This is an optimization exercise on Yosys and OpenROAD, whose aim is small area and a short achievable clock period, not a production implementation. Power is estimated from default activity; no workload was simulated.

## tcpStream
module tcpStream #(
	parameter int fifoDepth = 64
) (
	input  wire                  CLOCK,
	input  wire                  rst,
	input  wire                  newPkt,
	input  wire                  dataValid,
	input  wire tcpStreamPkg::byteT   data,
	input  wire tcpStreamPkg::ipAddrT srcIp,
	input  wire tcpStreamPkg::portT   srcPort,
	input  wire tcpStreamPkg::ipAddrT dstIp,
	input  wire tcpStreamPkg::portT   dstPort,
	input  wire                  outReady,
	output logic                 outValid,
	output tcpStreamPkg::byteT   outData,
	output logic                 outFirst,
	output logic                 dropped,
	output logic                 gapped
);
==> flow/config.mk <==
export PLATFORM = sky130hd
export DESIGN_NAME = tcpStream
export DESIGN_NICKNAME = tcpStream
export VERILOG_FILES = /design/flow/design.v
export SDC_FILE = /design/flow/constraint.sdc
export NUM_CORES = 4
export LEC_CHECK = 0
export ABC_CLOCK_PERIOD_IN_PS = 2200
export CAP_MARGIN = 20
export CORE_MARGIN = 2
export CORE_UTILIZATION = 40
export CTS_BUF_LIST = sky130_fd_sc_hd__clkbuf_16
export CTS_CLUSTER_DIAMETER = 120
export CTS_CLUSTER_SIZE = 24
export PLACE_DENSITY = 0.6
export SETUP_SLACK_MARGIN = 3.3
export SLEW_MARGIN = 20
==> flow/constraint.sdc <==
create_clock -name core_clock -period 5.5 [get_ports {CLOCK}]
set_input_delay 1.1000 -clock core_clock [delete_from_list [all_inputs] [get_ports {CLOCK}]]
set_output_delay 1.1000 -clock core_clock [all_outputs]
set_load 0.01 [all_outputs]
standard.sh (not shown) runs the stock make flow with config.mk's settings and CLKGATE_MAP_FILE= SYNTH_SCRIPT=/design/flow/synth_recipe.tcl, a recipe that flattens the netlist after the stock synthesis.
==> flow/flow/run.sh <==
#!/bin/bash
# The standard layout, with plain buffers on the ports in place of the
# delay buffers that buffer_ports picks by default. Every port still gets
# its own buffer.
set -euo pipefail
export BUFFER_PORTS_ARGS="-buffer_cell sky130_fd_sc_hd__buf_1"
bash standard.sh > standard.log 2>&1
Rerun with:
--- a/flow/design.v
+++ b/flow/design.v
@@ -84,22 +84,21 @@
 	logic                 match;		 
 	logic                 firstFlag;
 	tcpStreamPkg::lenT    payLeft;
 	logic [8:0]           payLenLo;	 
 	logic [3:0]           hdrWords;
 	logic                 hiBorrow;	 
 	logic                 loZero;		 
 	logic                 payLast;		 
 	logic                 payNonZero;	 
 	tcpStreamPkg::byteT   cmpByte;
-	logic [3:0]           cmpIdx;		 
-	tcpStreamPkg::byteT   cmpNext;
+	logic [11:0]          cmpSel;		 
 	logic                 cmpIn;
 	logic ihlLow, ihlMin, ihlOpt, offMin, offOpt;
 	assign ihlLow = ihl < MIN_HDR_WORDS;
 	assign ihlMin = ihl == MIN_HDR_WORDS;
 	assign ihlOpt = ihl > MIN_HDR_WORDS;
 	assign offMin = dataOff == MIN_HDR_WORDS;
 	assign offOpt = dataOff > MIN_HDR_WORDS;
 	assign fieldLast = left == '0;
 	assign hdrDone = byteIn && fieldLast && ((sTcpRest && offMin) || sTcpOpt);
 	assign payFirst = firstFlag;
@@ -152,43 +151,30 @@
 				firstFlag <= 1'b0;
 		end
 	end
 	always_ff @(posedge CLOCK) begin
 		if (newPkt)
 			left <= MAC_BYTES - 1'b1;
 		else if (byteIn)
 			left <= fieldLast ? leftLoad : left - 1'b1;
 	end
 	assign cmpIn = byteIn && ((sIpFixed && left <= IP_FIXED_BYTES - 1'b1 - IP_SRC_POS) || sTcpPorts);
+	logic [95:0] sessBytes;
+	assign sessBytes = {srcIp, dstIp, srcPort, dstPort};
 	always_comb begin
-		case (cmpIdx)
-			4'd1:    cmpNext = srcIp[23:16];
-			4'd2:    cmpNext = srcIp[15:8];
-			4'd3:    cmpNext = srcIp[7:0];
-			4'd4:    cmpNext = dstIp[31:24];
-			4'd5:    cmpNext = dstIp[23:16];
-			4'd6:    cmpNext = dstIp[15:8];
-			4'd7:    cmpNext = dstIp[7:0];
-			4'd8:    cmpNext = srcPort[15:8];
-			4'd9:    cmpNext = srcPort[7:0];
-			4'd10:   cmpNext = dstPort[15:8];
-			default: cmpNext = dstPort[7:0];
-		endcase
-	end
-	always_ff @(posedge CLOCK) begin
-		if (newPkt) begin
-			cmpByte <= srcIp[31:24];
-			cmpIdx  <= 4'd1;
-		end else if (cmpIn) begin
-			cmpByte <= cmpNext;
-			cmpIdx  <= cmpIdx + 1'b1;
-		end
+		for (int i = 0; i < 8; i++)
+			cmpSel[i] = sIpFixed && left[2:0] == 3'(7 - i);
+		for (int i = 8; i < 12; i++)
+			cmpSel[i] = sTcpPorts && left[1:0] == 2'(11 - i);
+		cmpByte = '0;
+		for (int i = 0; i < 12; i++)
+			cmpByte = cmpByte | (sessBytes[95 - 8 * i -: 8] & {8{cmpSel[i]}});
 	end
 	always_ff @(posedge CLOCK) begin
 		if (byteIn) begin
 			if (sIpFixed && left == IP_FIXED_BYTES - 1'b1)
 				ihl <= data[3:0];
 			if (sIpFixed && left == IP_FIXED_BYTES - 1'b1 - IP_PROTO_POS)
 				ipTcp <= isTcp;
 			if (sTcpSeq)
 				seqReg <= {seqReg[23:0], data};	 
 			if (sTcpOffset)
@@ -326,28 +312,30 @@
 	input  wire tcpStreamPkg::lenT    segLen,
 	output logic                gapped
 );
 	tcpStreamPkg::seqNumT expSeq;		 
 	logic   synSeen;
 	logic   seqMiss;
 	logic [3:0] pend;		 
 	logic   carry0;		 
 	logic   carry1;		 
 	logic   carry;
-	logic [15:0] addend;
-	assign addend = segSyn ? 16'd1 : segLen;	 
+	logic [8:0] sumLo;
+	logic [8:0] sumHi;
+	assign sumLo = segSyn ? 9'(segSeq[7:0]) + 9'd1 : 9'(segSeq[7:0]) + 9'(segLen[7:0]);
+	assign sumHi = segSyn ? {1'b0, segSeq[15:8]}   : 9'(segSeq[15:8]) + 9'(segLen[15:8]);
 	always_ff @(posedge CLOCK) begin
 		seqMiss <= segSeq != expSeq;
 		pend    <= {pend[2:0], segValid};
 		if (pend[0]) begin	 
-			{carry0, expSeq[7:0]}  <= 9'(segSeq[7:0]) + 9'(addend[7:0]);
-			{carry1, expSeq[15:8]} <= 9'(segSeq[15:8]) + 9'(addend[15:8]);
+			{carry0, expSeq[7:0]}  <= sumLo;
+			{carry1, expSeq[15:8]} <= sumHi;
 		end
 		if (pend[1]) begin
 			expSeq[15:8] <= expSeq[15:8] + 8'(carry0);
 			carry        <= carry1 || (carry0 && expSeq[15:8] == 8'hff);
 		end
 		if (pend[2])
 			{carry, expSeq[23:16]} <= 9'(segSeq[23:16]) + 9'(carry);
 		if (pend[3])
 			expSeq[31:24]          <= segSeq[31:24] + 8'(carry);
 	end
Worst setup slack gets worse by 0.071 ns.
Global-route usage is higher by 1.2 points.
Worst hold slack stays flat.
Synthesized cell count is lower by 0.61%.
Power is lower by about 1%.
Wire length is higher by about 5%.
Cell area is about the same.
Combinational power is higher by about 13%.
Count of clock-buffer cells in the layout is lower by 2.
Die area is lower by 1.5%.
No functional check of the RTL was part of any run of this note.

==> static timing again, ports no longer ideal <==
How much do the figures lean on ideal ports? The routed layouts below were timed once more, with nothing changed but the port constraints. Step 1, drivers: a clkbuf_16 drives CLOCK and a buf_2 each remaining input, both assumed. Step 2, shift: input delay + t, output delay - t, t = (earliest + latest rising clock arrival at the registers) / 2. This alone moves slack from input paths to output paths. Slacks: no drivers / after step 1 / after step 2; pairs: no drivers / after step 1.
run	shift t [ns]	setup slack, ns	worst setup path after step 2	clock arrival spread, ns	pins driven straight from the clock port
the first run	0.644	3.267 / 3.205 / 2.737	input to register	0.031 / 0.032	1
the second run	0.655	3.196 / 3.196 / 2.645	input to register	0.059 / 0.058	1
After both steps setup and hold are still met in every run listed. For the second run, which loses most, drivers alone change the setup slack by 0.000 ns; drivers and shift together by -0.551 ns.
